This design comes from an exercise in tuning for small area, a short achievable clock period and few clock cycles per item on the open sky130 flow, not from production work.
The RTL was checked by simulation tests, not by an equivalence proof against the original design.
No activity file was given, so power comes from the tool's default toggle rates.

==> design/flow/design.v <==
package tsbd_pkg;
    localparam logic [1:0] FMT_RGBA8888 = 2'd0;
    localparam logic [1:0] FMT_RGBA4444 = 2'd1;
    localparam logic [1:0] FMT_RGB565   = 2'd2;
    localparam logic [1:0] FMT_RGBA5551 = 2'd3;
endpackage
module texel_stream_to_bgra_decoder_core (
    input  logic        aclk,
    input  logic        aresetn,
    input  logic        cfg_wr_en,
    input  logic [2:0]  cfg_addr,
    input  logic [13:0] cfg_wdata,
    input  logic        s_valid,
    output logic        s_ready,
    input  logic [31:0] s_texel_word,
    output logic        m_valid,
    input  logic        m_ready,
    output logic [23:0] m_pixel_index,
    output logic [7:0]  m_blue,
    output logic [7:0]  m_green,
    output logic [7:0]  m_red,
    output logic [7:0]  m_alpha,
    output logic        m_image_end
);
    logic [1:0]  fmt_reg;
    logic        tiled_reg;
    logic [11:0] wm1_reg;    
    logic [11:0] hm1_reg;    
    logic [12:0] pm1_reg;    
    logic [12:0] x_reg;
    logic [11:0] y_reg;
    logic [23:0] l_reg;
    logic [23:0] t_reg;
    logic        xin_reg;    
    logic        yin_reg;    
    logic        pge_reg;    
    logic        skid_v;
    logic        rdy_reg;    
    logic [31:0] skid_word;
    logic        m_v;
    logic [23:0] m_idx;
    logic [7:0]  m_b, m_g, m_r, m_a;
    logic        m_end;
    logic        cfg_hit, acc, out_free, keep, endp, adv, load_out;
    logic        xw, yh, xp, x_last, y_last, cend, rend;
    logic [12:0] xp1;
    logic [11:0] yp1;
    logic [23:0] l_plus_w;
    logic [31:0] src_word;
    logic [7:0]  dec_b, dec_g, dec_r, dec_a;
    function automatic logic [11:0] dim_m1(input logic [12:0] d);
        if (d[12])              dim_m1 = 12'hFFF;
        else if (d[11:0] == '0) dim_m1 = 12'd0;
        else                    dim_m1 = d[11:0] - 12'd1;
    endfunction
    function automatic logic [12:0] pitch_m1(input logic [13:0] d);
        if (d[13])              pitch_m1 = 13'h1FFF;
        else if (d[12:0] == '0) pitch_m1 = 13'd0;
        else                    pitch_m1 = d[12:0] - 13'd1;
    endfunction
    assign cfg_hit  = cfg_wr_en && (cfg_addr <= 3'd4);
    assign s_ready  = rdy_reg;
    assign acc      = s_valid && !skid_v;
    assign out_free = !m_v || m_ready;
    assign xp1 = x_reg + 13'd1;
    assign yp1 = y_reg + 12'd1;
    assign xw  = (x_reg == {1'b0, wm1_reg});
    assign yh  = (y_reg == hm1_reg);
    assign xp  = (x_reg == pm1_reg);
    assign keep = xin_reg && yin_reg;
    assign endp = xw && yh;
    assign load_out = out_free && (skid_v || (acc && keep));
    assign adv      = (skid_v && out_free) || (acc && (!keep || out_free));
    assign x_last = xw || !xin_reg;
    assign y_last = yh || !yin_reg;
    assign cend   = tiled_reg ? (&x_reg[4:0]) : (x_last && (xp || pge_reg));
    assign rend   = tiled_reg ? (&y_reg[4:0]) : 1'b1;
    assign l_plus_w = l_reg + {12'd0, wm1_reg} + 24'd1;
    always_ff @(posedge aclk) begin
        if (!aresetn) begin
            fmt_reg   <= 2'd1;
            tiled_reg <= 1'b0;
            wm1_reg   <= 12'd0;
            hm1_reg   <= 12'd0;
            pm1_reg   <= 13'd0;
        end else if (cfg_wr_en) begin
            case (cfg_addr)
                3'd0: fmt_reg   <= cfg_wdata[1:0];
                3'd1: tiled_reg <= cfg_wdata[0];
                3'd2: wm1_reg   <= dim_m1(cfg_wdata[12:0]);
                3'd3: hm1_reg   <= dim_m1(cfg_wdata[12:0]);
                3'd4: pm1_reg   <= pitch_m1(cfg_wdata);
                default: ;
            endcase
        end
    end
    always_ff @(posedge aclk) begin
        if (!aresetn || cfg_hit) begin
            x_reg   <= '0;
            y_reg   <= '0;
            l_reg   <= '0;
            t_reg   <= '0;
            xin_reg <= 1'b1;
            yin_reg <= 1'b1;
            pge_reg <= 1'b0;
        end else if (adv) begin
            if (!cend) begin
                x_reg   <= xp1;
                xin_reg <= xin_reg && !xw;
                pge_reg <= pge_reg || xp;
            end else if (tiled_reg && !rend) begin
                x_reg   <= {x_reg[12:5], 5'd0};
                xin_reg <= 1'b1;
                y_reg   <= yp1;
                yin_reg <= yin_reg && !yh;
                l_reg   <= l_plus_w;
            end else if (tiled_reg && !x_last) begin
                x_reg   <= xp1;
                xin_reg <= 1'b1;
                y_reg   <= {y_reg[11:5], 5'd0};
                yin_reg <= 1'b1;
                l_reg   <= t_reg;
            end else if (!y_last) begin
                x_reg   <= '0;
                xin_reg <= 1'b1;
                pge_reg <= 1'b0;
                y_reg   <= yp1;
                yin_reg <= 1'b1;
                l_reg   <= l_plus_w;
                t_reg   <= l_plus_w;
            end else begin
                x_reg   <= '0;
                xin_reg <= 1'b1;
                pge_reg <= 1'b0;
                y_reg   <= '0;
                yin_reg <= 1'b1;
                l_reg   <= '0;
                t_reg   <= '0;
            end
        end
    end
    assign src_word = skid_v ? skid_word : s_texel_word;
    always_comb begin
        case (fmt_reg)
            2'd0: begin
                dec_r = src_word[7:0];
                dec_g = src_word[15:8];
                dec_b = src_word[23:16];
                dec_a = src_word[31:24];
            end
            2'd1: begin
                dec_a = {src_word[3:0], src_word[3:0]};
                dec_b = {src_word[7:4], src_word[7:4]};
                dec_g = {src_word[11:8], src_word[11:8]};
                dec_r = {src_word[15:12], src_word[15:12]};
            end
            2'd2: begin
                dec_b = {src_word[4:0], src_word[4:2]};
                dec_g = {src_word[10:5], src_word[10:9]};
                dec_r = {src_word[15:11], src_word[15:13]};
                dec_a = 8'hFF;
            end
            default: begin
                dec_a = src_word[0] ? 8'hFF : 8'h00;
                dec_b = {src_word[5:1], src_word[5:3]};
                dec_g = {src_word[10:6], src_word[10:8]};
                dec_r = {src_word[15:11], src_word[15:13]};
            end
        endcase
    end
    always_ff @(posedge aclk) begin
        if (!aresetn) begin
            skid_v  <= 1'b0;
            rdy_reg <= 1'b1;
            m_v     <= 1'b0;
        end else begin
            if (skid_v) begin
                skid_v  <= !out_free;
                rdy_reg <= out_free;
            end else begin
                skid_v  <= acc && keep && !out_free;
                rdy_reg <= !(acc && keep && !out_free);
            end
            if (out_free) m_v <= skid_v || (acc && keep);
        end
    end
    always_ff @(posedge aclk) begin
        if (!skid_v) skid_word <= s_texel_word;
    end
    always_ff @(posedge aclk) begin
        if (load_out) begin
            m_idx <= l_reg + {12'd0, x_reg[11:0]};
            m_end <= endp;
            m_b   <= dec_b;
            m_g   <= dec_g;
            m_r   <= dec_r;
            m_a   <= dec_a;
        end
    end
    assign m_valid       = m_v;
    assign m_pixel_index = m_idx;
    assign m_blue        = m_b;
    assign m_green       = m_g;
    assign m_red         = m_r;
    assign m_alpha       = m_a;
    assign m_image_end   = m_end;
endmodule
==> design/flow/run.sh <==
#!/bin/bash
# synth_recipe.tcl (not shown) runs the flow's synth.tcl, then flattens the netlist and writes it again
# the make line also repeats each setting of config.mk as NAME=value (left out here)
make -C /OpenROAD-flow-scripts/flow DESIGN_CONFIG=/design/flow/config.mk WORK_HOME=/design/flow/orfs CLKGATE_MAP_FILE= SYNTH_SCRIPT=/design/flow/synth_recipe.tcl finish
==> design/flow/config.mk <==
export PLATFORM = sky130hd
export DESIGN_NAME = texel_stream_to_bgra_decoder_core
export DESIGN_NICKNAME = texel_stream_to_bgra_decoder_core
export VERILOG_FILES = /design/flow/design.v
export SDC_FILE = /design/flow/constraint.sdc
export NUM_CORES = 4
export LEC_CHECK = 0
export CAP_MARGIN = 20
export CORE_MARGIN = 2
export CORE_UTILIZATION = 40
export SETUP_SLACK_MARGIN = 4.0
export SLEW_MARGIN = 20
==> design/flow/constraint.sdc <==
create_clock -name core_clock -period 6.5 [get_ports {aclk}]
set_input_delay 1.3000 -clock core_clock [delete_from_list [all_inputs] [get_ports {aclk}]]
set_output_delay 1.3000 -clock core_clock [all_outputs]
set_load 0.01 [all_outputs]
==> flow_summary.rst, run 1 <==
.. list-table::
   :header-rows: 1

   * - Metric
     - Value
   * - Most common cell in the netlist
     - sky130_fd_sc_hd__dfxtp_1
   * - Sum of net half-perimeters after detailed placement
     - 21.3 mm
   * - FFs w/ async S/R, synth
     - 0
   * - Routed wirelength normalized by instance count
     - around 19 µm
   * - Pin count of the biggest net entering global routing
     - 56
   * - Most instantiated cells after synthesis
     - 151 x sky130_fd_sc_hd__dfxtp_1, 143 x sky130_fd_sc_hd__nor2_1, 79 x sky130_fd_sc_hd__nand2_1
   * - Routed via count divided by cell count
     - approximately 5.7
   * - Final setup TNS
     - 0 ns
   * - Last weighted congestion value of the routability-driven placer
     - about 0.9
   * - Initial Utilization
     - 0.404
   * - Detailed Routing Iterations Pass 1
     - 7
   * - Fill cells
     - 2375
   * - Reg2reg start
     - wm1_reg[0]$_SDFFE_PN0P_
   * - Placed insts
     - 1547
   * - Post-synthesis register bit count
     - 208
   * - Fraction of final layout cells with drive strength greater than 1
     - 0.261
   * - Largest cells by area after synthesis
     - sky130_fd_sc_hd__dfxtp_1 28%, sky130_fd_sc_hd__edfxtp_1 16%, sky130_fd_sc_hd__nor2_1 5.0%
   * - Arrival time at the worst endpoint
     - 3.00 ns
   * - Final Hold Viols
     - 0
   * - Global route overflow
     - 0
   * - Post-synthesis net count
     - 1237
   * - Synthesized area
     - around 11000 µm²
   * - Final clock period utilization by the worst path
     - 0.399
   * - Core region area
     - 26700 µm²
   * - Violation count after the first detailed-route iteration
     - 798
   * - Cell row count
     - 60
   * - Clock latency (worst-skew pair)
     - approximately 0.53 ns
   * - Deepest clock path buffer count
     - 3
   * - Setup-violating endpoint count in the final report
     - 0
   * - Count of non-filler cells in the finished layout
     - 1650
   * - Number of warning messages in the yosys log
     - 1
   * - Total Routing Usage GR
     - 0.211
   * - Area growth syn-to-layout
     - 33.2%
   * - Count of pins on the block boundary
     - roughly 110
   * - Worst setup skew after layout
     - 0.0170 ns
   * - CP bufs+invs
     - 2
   * - Type of element launching the critical path
     - input port
   * - Longest individual stage delay on the worst path
     - 0.54 ns
   * - Total routed wirelength
     - around 32 mm
   * - Status
     - complete, no violations
   * - Antenna violations before repair
     - 0
   * - Kind of capture point of the worst setup path
     - flop
   * - Cell count of the worst hold path
     - 1
   * - # DRC
     - 0
   * - Cell type contributing the most total cell area after synthesis
     - sky130_fd_sc_hd__dfxtp_1
   * - Width of the die
     - 168 µm
   * - Top flip-flop cell by instance count after synthesis
     - sky130_fd_sc_hd__dfxtp_1
   * - Number of clock sinks seen by CTS
     - 208
   * - Hold Crit Endpoint
     - t_reg[15]$_SDFFE_PP0P_
   * - Largest register FFs
     - 32
   * - Clock buffers created by TritonCTS
     - 24
   * - Crit path time final
     - 2.59 ns
   * - Avg Synthesized Cell Area
     - approximately 9.4 µm²
   * - Worst reg2reg endpoint
     - l_reg[12]$_SDFFE_PP0P_
   * - Net count reported at finish
     - 1377
   * - Static leakage
     - 5.57 nW
   * - RSZ-0062 raised after global routing
     - yes
   * - Final antenna-violating net count
     - 0
   * - Worst min-delay path class
     - reg2reg
   * - Final max-slew violation count
     - 0
   * - Area share of the leading cell type in the synthesized netlist
     - 0.280
   * - Antenna diode count
     - 0
   * - WS Path Type
     - in2reg
   * - Sequential share of the synthesized area
     - 0.439
   * - Clock-pin transition on the worst setup and hold timing paths
     - 0.06 ns
   * - Most flops, register
     - skid_word
   * - Post-synthesis instance total
     - about 1200
   * - Critical path fanouts, max
     - 6
   * - F_max
     - 386 MHz
   * - Number of global-route vias before repair
     - 8638
   * - Required time of the critical path
     - ~6.9 ns
   * - TritonCTS clock tree
     - built
   * - Vertical die dimension
     - 168 µm
   * - Die Footprint
     - 28300 µm²
   * - Power per cell area
     - about 220 nW/µm²
   * - Number of H-tree branching levels
     - 1
   * - Cell family with most CP delay
     - simple AND/OR/NAND/NOR gates
   * - I/O Buffers
     - 112
   * - Multi-input logic area
     - 6690 µm²
   * - Final core occ
     - 0.537
   * - Crit-path cells
     - buf_8 > or4_4 > nor3_4 > and4b_4 > nor2_4 > buf_6 > o22ai_2 > nor2_1
   * - Count of maximum capacitance violations
     - 0
   * - Yosys cell types
     - 77
   * - Hold-fix buffers at CTS
     - 0
   * - Transition time of the tightest slew-check pin
     - 0.762 ns
   * - Cell depth of the worst flop-to-flop path
     - 11
   * - Register area
     - between 4000 and 5000 µm²
   * - Launch point of the worst hold path
     - t_reg[15]$_SDFFE_PP0P_
   * - Worst slew slack as a fraction of its limit
     - 0.491
   * - Total number of vias
     - approximately 9400
   * - Clock root buffer
     - sky130_fd_sc_hd__clkbuf_16
   * - Minimum setup slack among reg-to-reg paths
     - 3.93 ns
   * - Cell at the slowest stage of the critical path
     - sky130_fd_sc_hd__or4_4
   * - Wire length of the first global-routing pass
     - 47.9 mm
   * - Largest voltage drop on the vdd net
     - 0.175 mV
   * - Number of synthesized flops with an enable pin
     - 57
-- area by class of cell --
class / instances / share of cell area
Clock buffer: 36 / 0.0466
Clock inverter: 8 / 0.00523
Inverter: 32 / 0.00854
Multi-Input combinational cell: 848 / 0.465
Sequential cell: 208 / 0.332
Tap cell: 341 / 0.0297
Timing Repair Buffer: 177 / 0.112
-- cell families after synthesis --
family | Yosys count | synth area share
compound gates | 315 | 0.206
simple gates | 359 | 0.155
flops | 208 | 0.439
mux | 48 | 0.0478
buf+inv | 99 | 0.0407
fa+ha+maj | 32 | 0.0385
xor+xnor | 90 | 0.0731
-- per-layer routing --
metal | track usage | vias up | wire length (µm)
met3 | 0.0277 | 50 | 1520
met5 | 0 | - | 0
met1 | 0.296 | 4535 | 14600
met4 | 0.0592 | 0 | 685
met2 | 0.342 | 275 | 14900
li1 | - | 4529 | -
-- placed cells by master, fill, tap and decap left out, types with 10 or more instances in the layout --
cell type and instances:
sky130_fd_sc_hd__nand4_1 10, sky130_fd_sc_hd__clkdlybuf4s50_1 37, sky130_fd_sc_hd__xor2_1 53, sky130_fd_sc_hd__o211ai_1 11, sky130_fd_sc_hd__inv_1 26, sky130_fd_sc_hd__nor2_4 20, sky130_fd_sc_hd__dfxtp_2 17, sky130_fd_sc_hd__nor2_1 112
sky130_fd_sc_hd__a21oi_1 35, sky130_fd_sc_hd__a22oi_1 23, sky130_fd_sc_hd__nand2_1 73, sky130_fd_sc_hd__clkdlybuf4s15_1 36, sky130_fd_sc_hd__xnor2_1 31, sky130_fd_sc_hd__nand3_1 12, sky130_fd_sc_hd__a211oi_2 19, sky130_fd_sc_hd__dlygate4sd2_1 24
sky130_fd_sc_hd__clkbuf_16 25, sky130_fd_sc_hd__a21o_1 13, sky130_fd_sc_hd__buf_6 13, sky130_fd_sc_hd__ha_1 19, sky130_fd_sc_hd__mux2_2 28, sky130_fd_sc_hd__o21ai_0 58, sky130_fd_sc_hd__buf_4 50, sky130_fd_sc_hd__edfxtp_1 57
sky130_fd_sc_hd__and3_1 19, sky130_fd_sc_hd__nor3_1 27, sky130_fd_sc_hd__nor2_2 11, sky130_fd_sc_hd__o31a_1 10, sky130_fd_sc_hd__mux2i_1 19, sky130_fd_sc_hd__dfxtp_1 130
-- through the flow --
stage          cell area, µm²  hold WS (ns)  power (mW)  setup slack, ns
2_1_floorplan           10900         0.425        1.72             3.66
3_3_place_gp            12200         0.436        1.89             2.68
3_5_place_dp            12200         0.441        1.90             2.71
4_1_cts                 13600         0.453        3.20             3.97
5_1_grt                 14400         0.471        3.35             3.85
6_report                14400         0.454        3.23             3.91
-- repair_timing --
item / CTS / global route
resized for setup: 224 / 180
gates cloned: 4 / 2
endpoints found under the setup margin: 238 / 135
pin swaps: 43 / 56
setup buffers: 31 / 22
-- how the worst max path moves through the flow --
| stage | startpoint | to | slack [ns] | cells after the start |
|---|---|---|---|---|
| 6_report | cfg_wdata[5] | pm1_reg[10]$_SDFFE_PN0P_ | 3.91 | 8 |
| 5_1_grt | cfg_wdata[5] | pm1_reg[10]$_SDFFE_PN0P_ | 3.85 | 8 |
| 4_1_cts | l_reg[0]$_SDFFE_PP0P_ | l_reg[16]$_SDFFE_PP0P_ | 3.97 | 10 |
| 3_5_place_dp | aresetn | t_reg[22]$_SDFFE_PP0P_ | 2.71 | 8 |
| 3_3_place_gp | aresetn | t_reg[22]$_SDFFE_PP0P_ | 2.68 | 8 |
| 2_1_floorplan | cfg_wdata[5] | hm1_reg[5]$_SDFFE_PN0P_ | 3.66 | 7 |
-- power breakdown --
part / leakage (nW) / internal (mW) / switching [mW]
sequential: 1.80 / 1.41 / 0.0410
clock: 0.359 / 0.751 / 0.535
combinational: 3.40 / 0.211 / 0.277
total: 5.57 / 2.37 / 0.853
Testbench counts, summed over its fixed seeds: cycles 210,358, pixels 165,777.
==> run 2: changes to the inputs <==
--- a/design/flow/config.mk
+++ b/design/flow/config.mk
@@ -9,4 +9,6 @@
 export CORE_MARGIN = 2
 export CORE_UTILIZATION = 40
+export CTS_CLUSTER_DIAMETER = 80
+export CTS_CLUSTER_SIZE = 24
 export SETUP_SLACK_MARGIN = 4.0
 export SLEW_MARGIN = 20
==> run 2 against run 1 <==
Net effect:
- critical path type unchanged
- first-iteration DRC count shrank 6.4%
- wire length shrank 3.1%
- critical endpoint unchanged
- sequential cell count did not move
- highest routed layer unchanged
- clock power fell by 28%
- non-clock buffer count decreased by 12
==> flow_summary.rst, run 2 <==
.. list-table::
   :header-rows: 1

   * - Metric
     - Value
   * - Status
     - complete, no violations
   * - Antenna diode count
     - 0
   * - Cell row count
     - 60
   * - Cell depth of the worst flop-to-flop path
     - 10
   * - Fill cells
     - 2462
   * - Final Cell Area
     - 13800 µm²
   * - Kind of capture point of the worst setup path
     - flop
   * - Number of warning messages in the yosys log
     - 1
   * - FFs w/ async S/R, synth
     - 0
   * - Number of H-tree branching levels
     - 1
   * - Cell at the slowest stage of the critical path
     - sky130_fd_sc_hd__or4_4
   * - Last weighted congestion value of the routability-driven placer
     - 0.896
   * - F_max
     - 383 MHz
   * - Antenna violations before repair
     - 0
   * - Wire length of the first global-routing pass
     - 47.9 mm
   * - Routed wirelength normalized by instance count
     - 19.0 µm
   * - Area growth syn-to-layout
     - 27.5%
   * - Synthesized area
     - between 10000 and 15000 µm²
   * - Die Footprint
     - between 20000 and 30000 µm²
   * - Clock-pin transition on the worst setup and hold timing paths
     - 0.08 ns
   * - Largest voltage drop on the vdd net
     - 0.128 mV
   * - Most frequent cells in the layout
     - 127 x sky130_fd_sc_hd__dfxtp_1, 114 x sky130_fd_sc_hd__nor2_1, 74 x sky130_fd_sc_hd__nand2_1
   * - Top flip-flop cell by instance count after synthesis
     - sky130_fd_sc_hd__dfxtp_1
   * - Net count reported at finish
     - ~1400
   * - Avg Synthesized Cell Area
     - 9.37 µm²
   * - Worst min-delay path class
     - reg2reg
   * - Dpl cell area
     - 12200 µm²
   * - Core region area
     - 26700 µm²
   * - TritonCTS clock tree
     - built
   * - RSZ-0062 raised after global routing
     - yes
   * - Synth Area in XOR/XNOR
     - 0.0731
   * - Critical path fanouts, max
     - 6
   * - Cell count of the worst hold path
     - 1
   * - Final antenna-violating net count
     - 0
   * - Power per cell area
     - 206 nW/µm²
   * - Clock latency (worst-skew pair)
     - 0.49 ns
   * - Post-synthesis adder-cell area fraction
     - 0.0385
   * - Total routed wirelength
     - 30.7 mm
   * - WS Path Type
     - in2reg
   * - Clock buffers created by TritonCTS
     - 14
   * - Fraction of final layout cells with drive strength greater than 1
     - 0.225
   * - Total number of vias
     - approximately 9200
   * - Post-synthesis register bit count
     - 208
   * - Pin count of the biggest net entering global routing
     - 56
   * - Area share of the leading cell type in the synthesized netlist
     - 0.280
   * - Most common cell in the netlist
     - sky130_fd_sc_hd__dfxtp_1
   * - Vertical die dimension
     - 168 µm
   * - Count of non-filler cells in the finished layout
     - 1615
   * - Number of synthesized flops with an enable pin
     - between 50 and 60
   * - Count of maximum capacitance violations
     - 0
   * - Most common cell after layout, fill and taps aside
     - sky130_fd_sc_hd__dfxtp_1
   * - Crit-path cells
     - buf_8 > or4_4 > nor3_4 > and4b_4 > nor2_4 > buf_6 > o22ai_2 > nor2_1
   * - Sum of net half-perimeters after detailed placement
     - 21.3 mm
   * - Largest family of logic cells by synthesized area
     - compound AO/OA/AOI/OAI gates
   * - Initial Utilization
     - 0.404
   * - Final clock period utilization by the worst path
     - 0.402
   * - Count of pins on the block boundary
     - between 100 and 150
   * - Number of global-route vias before repair
     - 8533
   * - Number of clock sinks seen by CTS
     - 208
   * - Detailed Routing Iterations Pass 1
     - 5
   * - Simple-gate area share of the yosys netlist
     - 0.155
   * - Largest cells by area after synthesis
     - sky130_fd_sc_hd__dfxtp_1 28%, sky130_fd_sc_hd__edfxtp_1 16%, sky130_fd_sc_hd__nor2_1 5.0%
   * - Yosys cell types
     - 77
   * - Type of element launching the critical path
     - input port
   * - Largest register FFs
     - 32
   * - Most flops, register
     - skid_word
   * - Worst slew slack as a fraction of its limit
     - 0.382
   * - Width of the die
     - 168 µm
   * - Share of the synthesized area in compound gates (AO/OA/AOI/OAI)
     - 0.206
   * - Transition time of the tightest slew-check pin
     - 0.926 ns
   * - Placed insts
     - 1547
   * - Post-synthesis mux area share
     - 0.0478
   * - # DRC
     - 0
   * - Static leakage
     - between 5 and 6 nW
   * - Clock root buffer
     - sky130_fd_sc_hd__clkbuf_16
   * - Violation count after the first detailed-route iteration
     - 747
   * - Sequential share of the synthesized area
     - 0.439
   * - Final max-slew violation count
     - 0
   * - Global route overflow
     - 0
   * - Arrival time at the worst endpoint
     - 2.99 ns
   * - Longest individual stage delay on the worst path
     - 0.56 ns
   * - Final core occ
     - 0.515
   * - Cell type contributing the most total cell area after synthesis
     - sky130_fd_sc_hd__dfxtp_1
   * - Total Routing Usage GR
     - 0.211
   * - Deepest clock path buffer count
     - 3
   * - Post-synthesis net count
     - between 1000 and 1500
   * - Post-synthesis instance total
     - 1151
   * - Setup-violating endpoint count in the final report
     - 0
   * - Worst setup skew after layout
     - 0.0130 ns
   * - Final Hold Viols
     - 0
   * - I/O Buffers
     - 112
   * - Final setup TNS
     - 0 ns
   * - Routed via count divided by cell count
     - 5.71
   * - Hold-fix buffers at CTS
     - 0
   * - Required time of the critical path
     - 6.87 ns
   * - Crit path time final
     - 2.61 ns
   * - Final total power
     - around 2.8 mW
   * - Most instantiated cells after synthesis
     - 151 x sky130_fd_sc_hd__dfxtp_1, 143 x sky130_fd_sc_hd__nor2_1, 79 x sky130_fd_sc_hd__nand2_1
==> run 2: cell counts after synthesis <==
No cell type changed its count.
==> run 2: metrics by stage <==
step / worst slack [ns] / hold slack (ns)
global route: 3.81 / 0.479
CTS: 3.97 / 0.457
floorplan: 3.66 / 0.425
detailed placement: 2.71 / 0.441
finish: 3.89 / 0.461
global placement: 2.68 / 0.436
==> run 2: timing repair <==
action	in CTS	in global routing
endpoints found under the setup margin	238	121
cloned	4	0
gates resized for setup	224	105
pin swaps	49	39
buffers inserted	35	6
==> run 2: cells by family after synthesis <==
family	Yosys count
simple gates	359
fa+ha+maj	32
flops	208
compound gates	315
buf+inv	99
xor+xnor	90
mux	48
==> run 2: routing by layer <==
layer | vias up | routed length (µm) | GRT usage
met5 | - | 0 | 0
met4 | 0 | 541 | 0.0454
met3 | 37 | 1430 | 0.0188
met2 | 273 | 14400 | 0.348
met1 | 4458 | 14400 | 0.302
li1 | 4461 | - | -
==> run 2: where the power goes <==
part	internal [mW]	leakage [nW]	total, mW	switching [mW]
logic	0.201	3.32	0.466	0.265
registers	1.41	1.81	1.45	0.0409
clock network	0.448	0.216	0.923	0.476
total	2.06	5.35	2.84	0.781
==> run 2: worst max-delay path: cells and delay by family <==
family,cells,cell delay [ns]
AOI/OAI and AO/OA,1,0.08
buffers and inverters,2,0.21
and+or+nand+nor,5,1.40
==> run 2: cell type report <==
cell class | instances | area (µm²) | share of cell area
clock buffer | 19 | 400 | 0.0291
clock inverter | 4 | 40.0 | 0.00291
inverter | 32 | 123 | 0.00892
multi-input combinational | 846 | 6450 | 0.469
sequential | 208 | 4770 | 0.347
tap | 341 | 427 | 0.0310
timing repair buffer | 165 | 1540 | 0.112
==> run 2: final timing paths <==
| check | from | to | slack, ns |
|---|---|---|---|
| hold reg to reg | t_reg[15]$_SDFFE_PP0P_ | t_reg[15]$_SDFFE_PP0P_ | 0.46 |
| hold / removal | t_reg[15]$_SDFFE_PP0P_ | t_reg[15]$_SDFFE_PP0P_ | 0.46 |
| setup / recovery | cfg_wdata[4] | pm1_reg[10]$_SDFFE_PN0P_ | 3.89 |
| setup reg to reg | l_reg[0]$_SDFFE_PP0P_ | t_reg[16]$_SDFFE_PP0P_ | 3.97 |
==> run 3: changes to the inputs <==
==> design/flow/flow/run.sh (new file) <==
#!/bin/bash
# Standard layout, with the port buffers inserted as buf_2 cells.
cp standard.sh standard_sh.log
cp config.mk config_mk.log
export BUFFER_PORTS_ARGS="-buffer_cell sky130_fd_sc_hd__buf_2"
bash standard.sh > standard.log 2>&1
==> design/flow/standard.sh (new file) <==
#!/bin/bash
# synth_recipe.tcl (not shown) runs the flow's synth.tcl, then flattens the netlist and writes it again
# the make line also repeats each setting of config.mk as NAME=value (left out here)
make -C /OpenROAD-flow-scripts/flow DESIGN_CONFIG=/design/flow/config.mk WORK_HOME=/design/flow/orfs CLKGATE_MAP_FILE= SYNTH_SCRIPT=/design/flow/synth_recipe.tcl "${@:-finish}"
removed: design/flow/run.sh
==> run 3 against run 2 <==
Net effect:
- still clean
- sequential share of layout area rose by 1.6 points
- clock power fell by 6.5%
- via count fell by 2.1%
- register-to-register slack barely moved
- cell count fell by 0.37%
- wire length fell by 0.81%
- clock-buffer cell count fell by 3
- sequential power barely moved
- highest routed layer unchanged
==> flow_summary.rst, run 3 <==
.. list-table::
   :header-rows: 1

   * - Metric
     - Value
   * - Static leakage
     - 5.20 nW
   * - Sequential share of the synthesized area
     - 0.439
   * - Worst reg2reg endpoint
     - l_reg[16]$_SDFFE_PP0P_
   * - Antenna diode count
     - 0
   * - Total number of vias
     - 9032
   * - Relative contribution of combinational cells to total power
     - 0.160
   * - Hold Crit Endpoint
     - t_reg[15]$_SDFFE_PP0P_
   * - RSZ-0062 raised after global routing
     - yes
   * - Cell count of the worst hold path
     - 1
   * - Net count reported at finish
     - 1347
   * - Sum of net half-perimeters after detailed placement
     - 21.1 mm
   * - Launch point of the worst hold path
     - t_reg[15]$_SDFFE_PP0P_
   * - Number of clock sinks seen by CTS
     - 208
   * - Initial Utilization
     - 0.404
   * - Last weighted congestion value of the routability-driven placer
     - 0.918
   * - Required time of the critical path
     - 6.86 ns
   * - WS Path Type
     - in2reg
   * - Routed wirelength normalized by instance count
     - 18.9 µm
   * - Clock root buffer
     - sky130_fd_sc_hd__clkbuf_16
   * - Crit path launch
     - cfg_wdata[5]
   * - Final setup TNS
     - 0 ns
   * - Post-synthesis instance total
     - about 1200
   * - I/O Buffers
     - 112
   * - Crit path time final
     - between 2 and 3 ns
   * - Final antenna-violating net count
     - 0
   * - Final max-slew violation count
     - 0
   * - Top flip-flop cell by instance count after synthesis
     - sky130_fd_sc_hd__dfxtp_1
   * - Crit-path cells
     - buf_6 > or4_4 > nor3_4 > and4b_4 > buf_6 > a21oi_4 > nor2_4 > a211oi_2
   * - Fraction of final layout cells with drive strength greater than 1
     - 0.306
   * - CP bufs+invs
     - 2
   * - Deepest clock path buffer count
     - 3
   * - FFs w/ async S/R, synth
     - 0
   * - Most instantiated cells after synthesis
     - 151 x sky130_fd_sc_hd__dfxtp_1, 143 x sky130_fd_sc_hd__nor2_1, 79 x sky130_fd_sc_hd__nand2_1
   * - Transition time of the tightest slew-check pin
     - around 0.8 ns
   * - Post-synthesis mux area share
     - 0.0478
   * - Most frequent cells in the layout
     - 122 x sky130_fd_sc_hd__dfxtp_1, 118 x sky130_fd_sc_hd__nor2_1, 110 x sky130_fd_sc_hd__buf_2
   * - Final clock period utilization by the worst path
     - 0.400
   * - Worst setup skew after layout
     - 0.0166 ns
   * - Die Footprint
     - 28300 µm²
   * - Number of global-route vias before repair
     - 8542
   * - Power per cell area
     - between 200 and 250 nW/µm²
   * - Largest register FFs
     - 32
   * - Count of maximum capacitance violations
     - 0
   * - Setup-violating endpoint count in the final report
     - 0
   * - Pin count of the biggest net entering global routing
     - 56
   * - Worst min-delay path class
     - reg2reg
   * - Global route overflow
     - 0
   * - Most flops, register
     - skid_word
   * - Power dissipated by switching net loads
     - roughly 0.77 mW
   * - Share of the synthesized area in compound gates (AO/OA/AOI/OAI)
     - 0.206
   * - Post-synthesis adder-cell area fraction
     - 0.0385
   * - Total Routing Usage GR
     - 0.207
   * - Cell at the slowest stage of the critical path
     - sky130_fd_sc_hd__or4_4
   * - Status
     - complete, no violations
   * - Final Hold Viols
     - 0
   * - Vertical die dimension
     - 168 µm
   * - Largest family of logic cells by synthesized area
     - compound AO/OA/AOI/OAI gates
   * - Number of H-tree branching levels
     - 1
   * - Reg2reg start
     - l_reg[0]$_SDFFE_PP0P_
   * - Arrival time at the worst endpoint
     - 2.97 ns
   * - Clock-pin transition on the worst setup and hold timing paths
     - 0.09 ns
   * - Largest voltage drop on the vdd net
     - 0.129 mV
   * - Routed via count divided by cell count
     - 5.61
   * - Kind of capture point of the worst setup path
     - flop
   * - Largest cells by area after synthesis
     - sky130_fd_sc_hd__dfxtp_1 28%, sky130_fd_sc_hd__edfxtp_1 16%, sky130_fd_sc_hd__nor2_1 5.0%
   * - Synthesized area
     - approximately 11000 µm²
   * - Most common cell after layout, fill and taps aside
     - sky130_fd_sc_hd__dfxtp_1
   * - Count of pins on the block boundary
     - roughly 110
   * - TritonCTS clock tree
     - built
   * - Cell seen most often among critical-path stages
     - sky130_fd_sc_hd__buf_6
   * - Yosys cell types
     - slightly below 80
   * - Minimum setup slack among reg-to-reg paths
     - 3.96 ns
   * - Number of warning messages in the yosys log
     - 1
   * - Detailed Routing Iterations Pass 1
     - 5
   * - Antenna violations before repair
     - 0
   * - Number of synthesized flops with an enable pin
     - 57
   * - Cell row count
     - 60
   * - Violation count after the first detailed-route iteration
     - about 720
   * - Clock latency (worst-skew pair)
     - about 0.49 ns
   * - Most common cell in the netlist
     - sky130_fd_sc_hd__dfxtp_1
   * - Area growth syn-to-layout
     - 22.3%
   * - Core region area
     - between 20000 and 30000 µm²
   * - Final total power
     - approximately 2.8 mW
   * - Cell type contributing the most total cell area after synthesis
     - sky130_fd_sc_hd__dfxtp_1
   * - Critical path fanouts, max
     - 6
   * - Synth Area in XOR/XNOR
     - 0.0731
   * - Clock buffers created by TritonCTS
     - 13
   * - Longest individual stage delay on the worst path
     - 0.55 ns
   * - Share of total power in the clock network
     - 0.314
   * - Reg power frac
     - 0.526
   * - Width of the die
     - ~170 µm
   * - Hold-fix buffers at CTS
     - 0
   * - Cell family with most CP delay
     - simple AND/OR/NAND/NOR gates
   * - Type of element launching the critical path
     - input port
   * - Cell depth of the worst flop-to-flop path
     - 12
   * - Switching part of the total
     - 0.279
   * - Post-synthesis net count
     - about 1200
   * - Wire length of the first global-routing pass
     - 47.6 mm
   * - Pint
     - 1.98 mW
   * - Total routed wirelength
     - 30.5 mm
   * - Worst slew slack as a fraction of its limit
     - 0.476
   * - Post-synthesis register bit count
     - 208
   * - # DRC
     - 0
   * - Area share of the leading cell type in the synthesized netlist
     - 0.280
   * - Simple-gate area share of the yosys netlist
     - 0.155
   * - Avg Synthesized Cell Area
     - 9.37 µm²
   * - F_max
     - 384 MHz
[run 3: cell counts after synthesis]
Identical to the previous run, type by type.
[run 3: cell type report]
| class | instances | area [µm²] |
|---|---|---|
| Multi-Input combinational cell | 846 | 6460 |
| Tap cell | 341 | 427 |
| Clock buffer | 16 | 337 |
| Inverter | 32 | 123 |
| Timing Repair Buffer | 160 | 997 |
| Sequential cell | 208 | 4790 |
| Clock inverter | 6 | 66.3 |
| Fill cell | 2531 | 13500 |
[run 3: kinds of logic (layout without fill, tap and decap cells)]
family                     after synthesis  count (layout)
and+or+nand+nor                        359             361
AOI/OAI and AO/OA                      315             315
DFF                                    208             208
buffers and inverters                   99             214
xor gates and xnor gates                90              90
muxes                                   48              48
adders and majority gates               32              32
[run 3: worst max path at each step]
| stage | endpoint | slack [ns] | depth (start not counted) |
|---|---|---|---|
| floorplan | hm1_reg[5]$_SDFFE_PN0P_ | 3.66 | 7 |
| global placement | hm1_reg[7]$_SDFFE_PN0P_ | 3.17 | 7 |
| detailed placement | hm1_reg[3]$_SDFFE_PN0P_ | 3.15 | 7 |
| CTS | hm1_reg[1]$_SDFFE_PN0P_ | 3.96 | 7 |
| global route | m_idx[16]$_DFFE_PP_ | 3.86 | 11 |
| finish | wm1_reg[8]$_SDFFE_PN0P_ | 3.90 | 8 |
[run 3: worst register-to-register path, stage by stage (launching register included)]
cell and delay [ns]:
sky130_fd_sc_hd__dfxtp_2 0.36, sky130_fd_sc_hd__inv_2 0.05, sky130_fd_sc_hd__ha_4 0.16, sky130_fd_sc_hd__fa_2 0.34, sky130_fd_sc_hd__nand2b_4 0.15, sky130_fd_sc_hd__a2111o_1 0.43
sky130_fd_sc_hd__nand2_4 0.15, sky130_fd_sc_hd__o211ai_1 0.11, sky130_fd_sc_hd__buf_4 0.17, sky130_fd_sc_hd__buf_4 0.14, sky130_fd_sc_hd__a21o_1 0.16, sky130_fd_sc_hd__a21oi_2 0.12
sky130_fd_sc_hd__o22ai_1 0.08
[run 3: per-stage QoR]
| stage | worst slack [ns] | utilization | hold slack [ns] | instances | cell area, µm² |
|---|---|---|---|---|---|
| 6_report | 3.90 | 0.494 | 0.459 | 1609 | 13200 |
| 5_1_grt | 3.86 | 0.494 | 0.481 | 1609 | 13200 |
| 4_1_cts | 3.96 | 0.470 | 0.461 | 1591 | 12600 |
| 3_5_place_dp | 3.15 | 0.435 | 0.439 | 1546 | 11600 |
| 3_3_place_gp | 3.17 | 0.435 | 0.437 | 1546 | 11600 |
| 2_1_floorplan | 3.66 | - | 0.425 | 1151 | 10900 |
[run 3: repair_timing]
action | CTS | global route
setup endpoints to repair | 119 | 86
resized for setup | 96 | 119
gates cloned | 2 | 1
pin swaps | 45 | 35
buffers inserted | 21 | 17
[run 3: layer usage]
metal / wire (µm) / GRT usage / vias to the layer above / share of wire
met4: 397 / 0.0386 / 0 / 0.013
met5: 0 / 0 / - / 0
met3: 1410 / 0.0188 / 24 / 0.046
li1: - / - / 4424 / -
met1: 14300 / 0.297 / 4352 / 0.47
met2: 14300 / 0.343 / 232 / 0.47
[run 3: power by group through the flow]
stage	logic (mW)	clock network (mW)	registers (mW)
detailed placement	0.369	0	1.48
global placement	0.365	0	1.48
global route	0.475	0.934	1.45
CTS	0.407	0.890	1.45
floorplan	0.231	0	1.49
finish	0.440	0.863	1.45
==> run 4: changes to the inputs <==
--- a/design/flow/config.mk
+++ b/design/flow/config.mk
@@ -11,4 +11,4 @@
 export CTS_CLUSTER_DIAMETER = 80
 export CTS_CLUSTER_SIZE = 24
-export SETUP_SLACK_MARGIN = 4.0
+export SETUP_SLACK_MARGIN = 4.4
 export SLEW_MARGIN = 20
==> run 4 against run 3 <==
Net effect:
- clock power up 8.6%
- still clean on timing, DRC and antenna
- via count up 11%
- sequential share of layout area down 5.3 points
- sequential cell count unchanged
==> flow_summary.rst, run 4 <==
.. list-table::
   :header-rows: 1

   * - Metric
     - Value
   * - Status
     - complete, no violations
   * - Most common cell after layout, fill and taps aside
     - sky130_fd_sc_hd__dfxtp_1
   * - Deepest clock path buffer count
     - 3
   * - Final clock period utilization by the worst path
     - 0.402
   * - Required time of the critical path
     - just under 7 ns
   * - Most frequent cells in the layout
     - 113 x sky130_fd_sc_hd__dfxtp_1, 107 x sky130_fd_sc_hd__buf_2, 100 x sky130_fd_sc_hd__nor2_1
   * - Most instantiated cells after synthesis
     - 151 x sky130_fd_sc_hd__dfxtp_1, 143 x sky130_fd_sc_hd__nor2_1, 79 x sky130_fd_sc_hd__nand2_1
   * - WS Path Type
     - in2reg
   * - Post-synthesis net count
     - 1237
   * - Routed via count divided by cell count
     - 5.83
   * - Number of synthesized flops with an enable pin
     - 57
   * - Sum of met3 wire segment lengths after detailed routing
     - 2.21 mm
   * - Largest cells by area after synthesis
     - sky130_fd_sc_hd__dfxtp_1 28%, sky130_fd_sc_hd__edfxtp_1 16%, sky130_fd_sc_hd__nor2_1 5.0%
   * - Setup-violating endpoint count in the final report
     - 0
   * - Net count reported at finish
     - between 1000 and 1500
   * - Most flops, register
     - skid_word
   * - Static leakage
     - 6.14 nW
   * - Longest individual stage delay on the worst path
     - 0.55 ns
   * - Vertical die dimension
     - between 150 and 200 µm
   * - Wire length of the first global-routing pass
     - 52.5 mm
   * - Sum of net half-perimeters after detailed placement
     - 21.4 mm
   * - Uppermost layer routed
     - met4
   * - Clock root buffer
     - sky130_fd_sc_hd__clkbuf_16
   * - Post-synthesis register bit count
     - 208
   * - Worst setup skew after layout
     - around 0.016 ns
   * - Final Hold Viols
     - 0
   * - Largest register FFs
     - 32
   * - Crit path time final
     - 2.62 ns
   * - Sequential share of the synthesized area
     - 0.439
   * - Fraction of final layout cells with drive strength greater than 1
     - 0.465
   * - Cell row count
     - 60
   * - Crit-path cells
     - buf_8 > or4_4 > nor3_4 > and4b_4 > a21oi_4 > nor2_4 > a211oi_2
   * - FFs w/ async S/R, synth
     - 0
   * - Last weighted congestion value of the routability-driven placer
     - 0.920
   * - Number of H-tree branching levels
     - 1
   * - Number of clock sinks seen by CTS
     - 208
   * - Count of maximum capacitance violations
     - 0
   * - Final setup TNS
     - 0 ns
   * - Arrival time at the worst endpoint
     - 2.97 ns
   * - Critical path fanouts, max
     - 6
   * - Total Routing Usage GR
     - 0.231
   * - Cell type contributing the most total cell area after synthesis
     - sky130_fd_sc_hd__dfxtp_1
   * - Fill cells
     - 2167
   * - Violation count after the first detailed-route iteration
     - 849
   * - Kind of capture point of the worst setup path
     - flop
   * - Clock buffers created by TritonCTS
     - 15
   * - RSZ-0062 raised after global routing
     - yes
   * - Met1 Wirelength
     - around 15 mm
   * - Placed insts
     - 1547
   * - Final core occ
     - 0.582
   * - Count of pins on the block boundary
     - 113
   * - Area share of the leading cell type in the synthesized netlist
     - 0.280
   * - Core region area
     - between 20000 and 30000 µm²
   * - Clock latency (worst-skew pair)
     - 0.49 ns
   * - Avg Synthesized Cell Area
     - ~9.4 µm²
   * - Total number of vias
     - 10000
   * - Synthesized area
     - 10800 µm²
   * - TritonCTS clock tree
     - built
   * - Antenna diode count
     - 0
   * - Post-synthesis instance total
     - 1151
   * - Cell depth of the worst flop-to-flop path
     - 12
   * - Total routed wirelength
     - 36.3 mm
   * - Type of element launching the critical path
     - input port
   * - Pin count of the biggest net entering global routing
     - 54
   * - Initial Utilization
     - 0.404
   * - Final antenna-violating net count
     - 0
   * - Largest voltage drop on the vdd net
     - 0.132 mV
   * - Yosys cell types
     - 77
   * - Die Footprint
     - 28300 µm²
   * - Worst slew slack as a fraction of its limit
     - 0.494
   * - Area growth syn-to-layout
     - 44.1%
   * - Top flip-flop cell by instance count after synthesis
     - sky130_fd_sc_hd__dfxtp_1
   * - Cell at the slowest stage of the critical path
     - sky130_fd_sc_hd__or4_4
   * - Most common cell in the netlist
     - sky130_fd_sc_hd__dfxtp_1
   * - Number of global-route vias before repair
     - 9383
   * - I/O Buffers
     - 112
   * - Routed wirelength normalized by instance count
     - between 20 and 25 µm
   * - Global route overflow
     - 0
   * - Width of the die
     - 168 µm
   * - Final max-slew violation count
     - 0
   * - Worst min-delay path class
     - reg2reg
   * - Cell count of the worst hold path
     - 1
   * - Transition time of the tightest slew-check pin
     - 0.758 ns
   * - Met2 wirelength from detailed routing
     - 17.5 mm
   * - Count of non-filler cells in the finished layout
     - roughly 1700
   * - F_max
     - roughly 380 MHz
   * - Number of warning messages in the yosys log
     - 1
   * - Detailed Routing Iterations Pass 1
     - 5
   * - Clock-pin transition on the worst setup and hold timing paths
     - approximately 0.090 ns
   * - Antenna violations before repair
     - 0
   * - # DRC
     - 0
   * - Power per cell area
     - slightly below 200 nW/µm²
-- run 4: cell counts after synthesis --
No cell type changed its count.
-- run 4: worst max-delay path, delay by kind of cell --
family / cells / cell delay (ns)
AND/OR/NAND/NOR: 4 / 1.41
AO/OA/AOI/OAI: 2 / 0.15
buffers and inverters: 1 / 0.10
-- run 4: where the power goes --
| group | total (mW) | leakage, nW | switching (mW) | internal (mW) |
|---|---|---|---|---|
| clock network | 0.937 | 0.222 | 0.496 | 0.441 |
| registers | 1.45 | 1.82 | 0.0407 | 1.40 |
| logic | 0.711 | 4.10 | 0.371 | 0.340 |
-- run 4: layout make-up --
| cell class | instances | area, µm² | share of cell area |
|---|---|---|---|
| Inverter | 32 | 120 | 0.00773 |
| Clock inverter | 8 | 66.3 | 0.00426 |
| Multi-Input combinational cell | 849 | 7470 | 0.481 |
| Tap cell | 341 | 427 | 0.0274 |
| Sequential cell | 208 | 4820 | 0.310 |
| Clock buffer | 17 | 383 | 0.0246 |
| Timing Repair Buffer | 269 | 2260 | 0.146 |
-- run 4: metrics by stage --
stage	setup WS [ns]	power (mW)	hold WS (ns)	instance area [µm²]
final	3.88	3.09	0.471	15500
after global routing	3.82	3.20	0.486	15500
after floorplan	3.66	1.74	0.426	11200
after global placement	3.19	1.86	0.436	11800
after CTS	3.89	2.98	0.470	14400
after detailed placement	3.17	1.87	0.445	11800
-- run 4: final timing paths --
kind | start | end | slack, ns
max | cfg_wdata[4] | hm1_reg[8]$_SDFFE_PN0P_ | 3.88
min reg2reg | t_reg[15]$_SDFFE_PP0P_ | t_reg[15]$_SDFFE_PP0P_ | 0.47
max reg2reg | wm1_reg[0]$_SDFFE_PN0P_ | t_reg[10]$_SDFFE_PP0P_ | 3.95
min | t_reg[15]$_SDFFE_PP0P_ | t_reg[15]$_SDFFE_PP0P_ | 0.47
-- run 4: cell families after synthesis --
| family | count (synthesis) | share of synthesized area |
|---|---|---|
| simple gates | 359 | 0.155 |
| compound gates | 315 | 0.206 |
| flops | 208 | 0.439 |
| buf+inv | 99 | 0.0407 |
| xor+xnor | 90 | 0.0731 |
| mux | 48 | 0.0478 |
| fa+ha+maj | 32 | 0.0385 |
-- run 4: repair_timing --
| action | in CTS | in global routing |
|---|---|---|
| resized for setup | 263 | 179 |
| cloned | 6 | 2 |
| endpoints found under the hold margin | 0 | 0 |
| setup endpoints to repair | 232 | 188 |
| pin swaps | 105 | 101 |
| buffers inserted | 104 | 40 |
| hold buffers | 0 | 0 |
-- run 4: layer usage --
| metal | GRT usage | vias up |
|---|---|---|
| li1 | - | 4673 |
| met1 | 0.316 | 4919 |
| met5 | 0 | - |
| met4 | 0.0723 | 0 |
| met3 | 0.0275 | 82 |
| met2 | 0.384 | 370 |
==> run 5: changes to the inputs <==
--- a/design/flow/config.mk
+++ b/design/flow/config.mk
@@ -8,7 +8,8 @@
 export CAP_MARGIN = 20
 export CORE_MARGIN = 2
-export CORE_UTILIZATION = 40
+export CORE_UTILIZATION = 65
 export CTS_CLUSTER_DIAMETER = 80
 export CTS_CLUSTER_SIZE = 24
-export SETUP_SLACK_MARGIN = 4.4
+export PLACE_DENSITY = 0.75
+export SETUP_SLACK_MARGIN = 4.0
 export SLEW_MARGIN = 20
==> run 5 against run 4 <==
Net effect:
- still clean on timing, DRC and antenna
- synthesized cell count stayed put
- clock power is 15% lower
- wire length is 17% lower
- clock skew is 0.0019 ns higher
- design area is 16% lower
- critical path type unchanged
- largest cell class unchanged
- largest power group unchanged
==> flow_summary.rst, run 5 <==
.. list-table::
   :header-rows: 1

   * - Metric
     - Value
   * - Status
     - complete, no violations
   * - Fraction of final layout cells with drive strength greater than 1
     - 0.296
   * - Total number of vias
     - 9363
   * - Deepest clock path buffer count
     - 3
   * - Clock buffers created by TritonCTS
     - 12
   * - Post-synthesis net count
     - 1237
   * - I/O Buffers
     - 112
   * - Crit-path cells
     - buf_6 > or4_4 > nor3_4 > buf_6 > nand2_4 > xor2_2 > nor2_2 > nor2_2 > a211oi_2
   * - Pin count of the biggest net entering global routing
     - 58
   * - Final Hold Viols
     - 0
   * - Width of the die
     - 133 µm
   * - Longest individual stage delay on the worst path
     - approximately 0.56 ns
   * - Count of maximum capacitance violations
     - 0
   * - Final antenna-violating net count
     - 0
   * - Detailed Routing Iterations Pass 1
     - 5
   * - Routed via count divided by cell count
     - 6.26
   * - Violation count after the first detailed-route iteration
     - 834
   * - Final total power
     - around 2.7 mW
   * - Number of warning messages in the yosys log
     - 1
   * - FFs w/ async S/R, synth
     - 0
   * - Clock root buffer
     - sky130_fd_sc_hd__clkbuf_16
   * - Critical path fanouts, max
     - 4
   * - Number of synthesized flops with an enable pin
     - 57
   * - Static leakage
     - approximately 5.2 nW
   * - Yosys cell types
     - 77
   * - Top flip-flop cell by instance count after synthesis
     - sky130_fd_sc_hd__dfxtp_1
   * - Arrival time at the worst endpoint
     - 3.00 ns
   * - Worst min-delay path class
     - reg2reg
   * - Cell row count
     - 47
   * - Final setup TNS
     - 0 ns
   * - Number of global-route vias before repair
     - ~8600
   * - Final core occ
     - 0.794
   * - F_max
     - 385 MHz
   * - Cell at the slowest stage of the critical path
     - sky130_fd_sc_hd__or4_4
   * - Final max-slew violation count
     - 0
   * - Routed wirelength normalized by instance count
     - about 20 µm
   * - Vertical die dimension
     - 133 µm
   * - WS Path Type
     - in2reg
   * - Type of element launching the critical path
     - input port
   * - Post-synthesis register bit count
     - 208
   * - Total routed wirelength
     - 30.1 mm
   * - Largest register FFs
     - 32
   * - RSZ-0062 raised after global routing
     - yes
   * - Sum of met3 wire segment lengths after detailed routing
     - roughly 2.1 mm
   * - Hold slack
     - 0.471 ns
   * - Net count reported at finish
     - 1355
   * - Count of non-filler cells in the finished layout
     - 1495
   * - Most frequent cells in the layout
     - 130 x sky130_fd_sc_hd__dfxtp_1, 116 x sky130_fd_sc_hd__nor2_1, 109 x sky130_fd_sc_hd__buf_2
   * - Met1 Wirelength
     - 12.5 mm
   * - Count of pins on the block boundary
     - 113
   * - Cell type contributing the most total cell area after synthesis
     - sky130_fd_sc_hd__dfxtp_1
   * - Placed insts
     - 1425
   * - CP bufs+invs
     - 2
   * - Most instantiated cells after synthesis
     - 151 x sky130_fd_sc_hd__dfxtp_1, 143 x sky130_fd_sc_hd__nor2_1, 79 x sky130_fd_sc_hd__nand2_1
   * - Antenna diode count
     - 0
   * - Uppermost layer routed
     - met4
   * - Initial Utilization
     - 0.657
   * - Setup-violating endpoint count in the final report
     - 0
   * - Number of clock sinks seen by CTS
     - 208
   * - Cell family with most CP delay
     - simple AND/OR/NAND/NOR gates
   * - Clock-pin transition on the worst setup and hold timing paths
     - 0.10 ns
   * - Post-synthesis instance total
     - 1151
   * - Sequential share of the synthesized area
     - 0.439
   * - Clock latency (worst-skew pair)
     - 0.48 ns
   * - Final clock period utilization by the worst path
     - 0.400
   * - Most common cell after layout, fill and taps aside
     - sky130_fd_sc_hd__dfxtp_1
   * - Largest voltage drop on the vdd net
     - around 0.21 mV
   * - Total Routing Usage GR
     - 0.324
   * - Area growth syn-to-layout
     - 20.8%
   * - Die Footprint
     - 17600 µm²
   * - Kind of capture point of the worst setup path
     - flop
   * - Power per cell area
     - between 200 and 250 nW/µm²
   * - Transition time of the tightest slew-check pin
     - 0.788 ns
   * - Antenna violations before repair
     - 0
   * - Wire length of the first global-routing pass
     - around 46 mm
   * - Worst setup skew after layout
     - about 0.018 ns
   * - # DRC
     - 0
   * - TritonCTS clock tree
     - built
   * - Last weighted congestion value of the routability-driven placer
     - 0.978
   * - Number of H-tree branching levels
     - 1
   * - Area share of the leading cell type in the synthesized netlist
     - 0.280
   * - Worst slew slack as a fraction of its limit
     - 0.475
   * - Synthesized area
     - ~11000 µm²
   * - Core region area
     - 16400 µm²
   * - Sum of net half-perimeters after detailed placement
     - roughly 20 mm
   * - Met2 wirelength from detailed routing
     - 14.2 mm
   * - Most flops, register
     - skid_word
   * - Crit path time final
     - 2.60 ns
   * - Largest cells by area after synthesis
     - sky130_fd_sc_hd__dfxtp_1 28%, sky130_fd_sc_hd__edfxtp_1 16%, sky130_fd_sc_hd__nor2_1 5.0%
   * - Avg Synthesized Cell Area
     - 9.37 µm²
   * - Global route overflow
     - 0
   * - Most common cell in the netlist
     - sky130_fd_sc_hd__dfxtp_1
   * - Required time of the critical path
     - 6.90 ns
-- run 5: area by class of cell --
cell class / count / area, µm²
clock buffer: 19 / 348
clock inverter: 1 / 8.76
fill: 1102 / 3370
inverter: 32 / 120
multi-input combinational: 846 / 6420
sequential: 208 / 4770
tap: 220 / 275
timing repair buffer: 169 / 1090
-- run 5: power breakdown --
part / total, mW / switching [mW] / internal, mW
combinational: 0.449 / 0.271 / 0.178
sequential: 1.45 / 0.0389 / 1.41
clock: 0.799 / 0.423 / 0.376
-- run 5: metal layers --
metal | vias up | GRT usage
met5 | - | 0
met4 | 0 | 0.128
met3 | 82 | 0.0563
met2 | 387 | 0.531
met1 | 4449 | 0.430
li1 | 4445 | -
-- run 5: path summary, 6_finish.rpt --
path | from | to | slack [ns] | cells past startpoint
worst max register to register | wm1_reg[0]$_SDFFE_PN0P_ | l_reg[16]$_SDFFE_PP0P_ | 3.93 | 10
worst min-delay path | t_reg[15]$_SDFFE_PP0P_ | t_reg[15]$_SDFFE_PP0P_ | 0.47 | 1
worst max-delay path | cfg_wdata[7] | hm1_reg[11]$_SDFFE_PN0P_ | 3.90 | 9
worst min register to register | t_reg[15]$_SDFFE_PP0P_ | t_reg[15]$_SDFFE_PP0P_ | 0.47 | 1
-- run 5: cell families (layout without fill, tap and decap cells) --
family | Yosys count | after routing | synth area share
fa+ha+maj | 32 | 32 | 0.0385
mux | 48 | 48 | 0.0478
buf+inv | 99 | 221 | 0.0407
compound gates | 315 | 315 | 0.206
flops | 208 | 208 | 0.439
xor+xnor | 90 | 90 | 0.0731
simple gates | 359 | 361 | 0.155
-- run 5: timing repair --
action | in CTS | in global routing
endpoints found under the setup margin | 119 | 107
gates cloned | 2 | 0
hold buffers | 0 | 0
gates resized for setup | 88 | 114
setup buffers | 27 | 21
endpoints found under the hold margin | 0 | 0
pin swaps | 43 | 29
-- run 5: stage by stage --
stage          area, µm²  worst slack, ns
2_1_floorplan      10900             3.66
3_3_place_gp       11500             3.19
3_5_place_dp       11500             3.18
4_1_cts            12400             3.97
5_1_grt            13000             3.85
6_report           13000             3.90
-- run 5: worst reg2reg max path, delay by kind of cell (launching register included) --
family          cells  cell delay, ns
flops               1            0.37
compound gates      4            1.01
buf+inv             1            0.06
xor+xnor            1            0.21
simple gates        2            0.30
fa+ha+maj           2            0.50
==> run 6: changes to the inputs <==
--- a/design/flow/config.mk
+++ b/design/flow/config.mk
@@ -12,4 +12,4 @@
 export CTS_CLUSTER_SIZE = 24
 export PLACE_DENSITY = 0.75
-export SETUP_SLACK_MARGIN = 4.0
+export SETUP_SLACK_MARGIN = 3.4
 export SLEW_MARGIN = 20
==> run 6 against run 5 <==
Net effect:
- still clean on timing, DRC and antenna
- global-route usage is 2.2 points lower
- non-clock buffer count shrank 47
- clock-buffer cell count down 1
- combinational power is 19% lower
- sequential cell count unchanged
- highest routed layer unchanged
==> flow_summary.rst, run 6 <==
.. list-table::
   :header-rows: 1

   * - Metric
     - Value
   * - Switching part of the total
     - 0.268
   * - Total routed wirelength
     - 27.0 mm
   * - Core region area
     - 16400 µm²
   * - Count of maximum capacitance violations
     - 0
   * - Placed insts
     - 1426
   * - Sequential share of the synthesized area
     - 0.439
   * - Power dissipated by switching net loads
     - 0.716 mW
   * - Reg power frac
     - 0.540
   * - Cell type contributing the most total cell area after synthesis
     - sky130_fd_sc_hd__dfxtp_1
   * - FFs w/ async S/R, synth
     - 0
   * - Minimum setup slack among reg-to-reg paths
     - approximately 3.5 ns
   * - Sum of net half-perimeters after detailed placement
     - ~20 mm
   * - Routed via count divided by cell count
     - 6.21
   * - Largest register FFs
     - 32
   * - Cell depth of the worst flop-to-flop path
     - 10
   * - Avg Synthesized Cell Area
     - 9.37 µm²
   * - Number of H-tree branching levels
     - 1
   * - Worst setup skew after layout
     - about 0.024 ns
   * - Crit path time final
     - a little over 3 ns
   * - Hold-fix buffers at CTS
     - 0
   * - Total number of vias
     - 8979
   * - Most common cell after layout, fill and taps aside
     - sky130_fd_sc_hd__dfxtp_1
   * - Top flip-flop cell by instance count after synthesis
     - sky130_fd_sc_hd__dfxtp_1
   * - Arrival time at the worst endpoint
     - 3.38 ns
   * - Detailed Routing Iterations Pass 1
     - 5
   * - Number of clock sinks seen by CTS
     - 208
   * - Hold slack
     - around 0.46 ns
   * - Final setup TNS
     - 0 ns
   * - Number of warning messages in the yosys log
     - 1
   * - Kind of capture point of the worst setup path
     - flop
   * - Pint
     - roughly 2.0 mW
   * - Pin count of the biggest net entering global routing
     - 57
   * - Last weighted congestion value of the routability-driven placer
     - 0.910
   * - Worst slew slack as a fraction of its limit
     - 0.377
   * - Total Routing Usage GR
     - 0.302
   * - Post-synthesis instance total
     - 1151
   * - Final core occ
     - 0.722
   * - Post CTS Setup Buffer Count
     - 0
   * - Post-synthesis register bit count
     - 208
   * - Required time of the critical path
     - 6.85 ns
   * - Clock root buffer
     - sky130_fd_sc_hd__clkbuf_16
   * - Transition time of the tightest slew-check pin
     - 0.911 ns
   * - Area share of the leading cell type in the synthesized netlist
     - 0.280
   * - Relative contribution of combinational cells to total power
     - 0.136
   * - Type of element launching the critical path
     - flop
   * - Largest voltage drop on the vdd net
     - 0.204 mV
   * - Static leakage
     - 4.85 nW
   * - Number of global-route vias before repair
     - 8049
   * - Count of pins on the block boundary
     - 113
   * - WS Path Type
     - reg2reg
   * - Deepest clock path buffer count
     - 3
   * - Clock buffers created by TritonCTS
     - 13
   * - Synthesized area
     - 10800 µm²
   * - Width of the die
     - 133 µm
   * - # DRC
     - 0
   * - Reg2reg start
     - wm1_reg[0]$_SDFFE_PN0P_
   * - Cell row count
     - 47
   * - Setup-violating endpoint count in the final report
     - 0
   * - Power per cell area
     - 226 nW/µm²
   * - Post-synthesis net count
     - 1237
   * - I/O Buffers
     - between 100 and 150
   * - Most frequent cells in the layout
     - 151 x sky130_fd_sc_hd__dfxtp_1, 141 x sky130_fd_sc_hd__nor2_1, 112 x sky130_fd_sc_hd__buf_2
   * - F_max
     - 330 MHz
   * - Final antenna-violating net count
     - 0
   * - Yosys cell types
     - 77
   * - Share of total power in the clock network
     - 0.324
   * - Antenna violations before repair
     - 0
   * - Final clock period utilization by the worst path
     - 0.466
   * - Vertical die dimension
     - 133 µm
   * - Critical path fanouts, max
     - 7
   * - RSZ-0062 raised after global routing
     - yes
   * - Final Hold Viols
     - 0
   * - Die Footprint
     - around 18000 µm²
   * - Worst reg2reg endpoint
     - l_reg[16]$_SDFFE_PP0P_
   * - Clock latency (worst-skew pair)
     - 0.48 ns
   * - End point of the critical path
     - l_reg[16]$_SDFFE_PP0P_
   * - Most flops, register
     - skid_word
   * - Most common cell in the netlist
     - sky130_fd_sc_hd__dfxtp_1
   * - Antenna diode count
     - 0
   * - Net count reported at finish
     - 1307
   * - Number of synthesized flops with an enable pin
     - 57
   * - TritonCTS clock tree
     - built
   * - Global route overflow
     - 0
   * - Initial Utilization
     - 0.657
   * - Most instantiated cells after synthesis
     - 151 x sky130_fd_sc_hd__dfxtp_1, 143 x sky130_fd_sc_hd__nor2_1, 79 x sky130_fd_sc_hd__nand2_1
   * - Final max-slew violation count
     - 0
   * - Status
     - complete, no violations
   * - Routed wirelength normalized by instance count
     - between 15 and 20 µm
   * - Fraction of final layout cells with drive strength greater than 1
     - 0.167
   * - Wire length of the first global-routing pass
     - 42.8 mm
   * - Violation count after the first detailed-route iteration
     - 889
   * - Clock-pin transition on the worst setup and hold timing paths
     - 0.09 ns
   * - Area growth syn-to-layout
     - 9.81%
   * - Count of non-filler cells in the finished layout
     - 1446
   * - Largest cells by area after synthesis
     - sky130_fd_sc_hd__dfxtp_1 28%, sky130_fd_sc_hd__edfxtp_1 16%, sky130_fd_sc_hd__nor2_1 5.0%
   * - Worst min-delay path class
     - reg2reg
   * - Crit path launch
     - wm1_reg[0]$_SDFFE_PN0P_
==> run 6: cells by family (layout without fill, tap and decap cells) <==
logic type	Yosys count	after routing	share of synthesized area
AND/OR/NAND/NOR	359	359	0.155
AO/OA/AOI/OAI	315	315	0.206
flip-flops	208	208	0.439
buffers and inverters	99	174	0.0407
XOR/XNOR	90	90	0.0731
multiplexers	48	48	0.0478
adder cells (fa/ha/maj)	32	32	0.0385
==> run 6: metal layers <==
metal	vias to the layer above	GRT usage	routed length, µm
li1	4350	-	-
met1	4221	0.424	11700
met2	362	0.488	12500
met3	46	0.0418	1970
met4	0	0.0914	777
met5	-	0	0
==> run 6: layout make-up <==
class                           instances  area, µm²
Tap cell                              220        275
Inverter                               32        120
Sequential cell                       208       4730
Multi-Input combinational cell        844       5670
Timing Repair Buffer                  122        636
Clock buffer                           18        375
Clock inverter                          2       31.3
Fill cell                            1300       4560
==> run 6: worst max-delay path, stage by stage, from the launching register on <==
cell                       delay, ns
sky130_fd_sc_hd__dfxtp_1        0.41
sky130_fd_sc_hd__inv_1          0.07
sky130_fd_sc_hd__ha_1           0.22
sky130_fd_sc_hd__fa_1           0.39
sky130_fd_sc_hd__nand2b_1       0.22
sky130_fd_sc_hd__a2111o_1       0.44
sky130_fd_sc_hd__nand2_1        0.24
sky130_fd_sc_hd__o211ai_1       0.24
sky130_fd_sc_hd__xnor2_1        0.24
sky130_fd_sc_hd__a22oi_1        0.29
sky130_fd_sc_hd__o22ai_1        0.13
==> run 6: worst min path at each step <==
stage	from	endpoint	slack, ns	cells past startpoint
2_1_floorplan	t_reg[18]$_SDFFE_PP0P_	t_reg[18]$_SDFFE_PP0P_	0.43	2
3_3_place_gp	t_reg[15]$_SDFFE_PP0P_	t_reg[15]$_SDFFE_PP0P_	0.44	1
3_5_place_dp	t_reg[18]$_SDFFE_PP0P_	t_reg[18]$_SDFFE_PP0P_	0.44	2
4_1_cts	t_reg[2]$_SDFFE_PP0P_	t_reg[2]$_SDFFE_PP0P_	0.47	2
5_1_grt	t_reg[23]$_SDFFE_PP0P_	t_reg[23]$_SDFFE_PP0P_	0.48	1
6_report	t_reg[15]$_SDFFE_PP0P_	t_reg[15]$_SDFFE_PP0P_	0.46	1
==> run 6: power groups by stage <==
stage	combinational (mW)	clock (mW)	sequential, mW
2_1_floorplan	0.221	0	1.48
3_3_place_gp	0.350	0	1.47
3_5_place_dp	0.355	0	1.47
4_1_cts	0.357	0.884	1.44
5_1_grt	0.395	0.927	1.45
6_report	0.363	0.867	1.44
==> run 6: stage by stage <==
step	setup WS, ns	power (mW)	area (µm²)
final	3.47	2.67	11800
after floorplan	3.48	1.71	10800
after global routing	3.38	2.77	11800
after CTS	3.43	2.68	11800
after detailed placement	2.98	1.83	11400
after global placement	3.01	1.82	11400
==> run 6: what timing repair did <==
action / 4_1_cts / 5_1_grt
gates resized for setup: 1 / 13
setup endpoints to repair: 8 / 50
pin swaps: 0 / 0

==> static timing again, ports no longer ideal <==
The flow's constraints put no driver on any port. The routed layouts listed below were extracted and timed again, unchanged, in two steps.
Step 1: set_driving_cell puts a clkbuf_16 on aclk and a buf_2 on each other input, an assumption about the parent block.
Step 2, shift: input delay + t, output delay - t, t = (earliest + latest rising clock arrival at the registers) / 2. This alone moves slack from input paths to output paths.
Slacks: no drivers / after step 1 / after step 2; pairs: no drivers / after step 1.
run | shift t [ns] | setup slack, ns | worst setup path at the end
run 1 | 0.572 | 3.909 / 3.920 / 3.348 | input to register
run 2 | 0.524 | 3.886 / 3.892 / 3.368 | input to register
run 3 | 0.524 | 3.897 / 3.912 / 3.387 | input to register
run 4 | 0.532 | 3.885 / 3.896 / 3.364 | input to register
run 5 | 0.518 | 3.902 / 3.913 / 3.395 | input to register
run 6 | 0.517 | 3.469 / 3.469 / 3.133 | input to register
After both steps setup and hold are still met in every run listed. For run 1, which loses most, drivers alone change the setup slack by +0.011 ns; drivers and shift together by -0.561 ns.
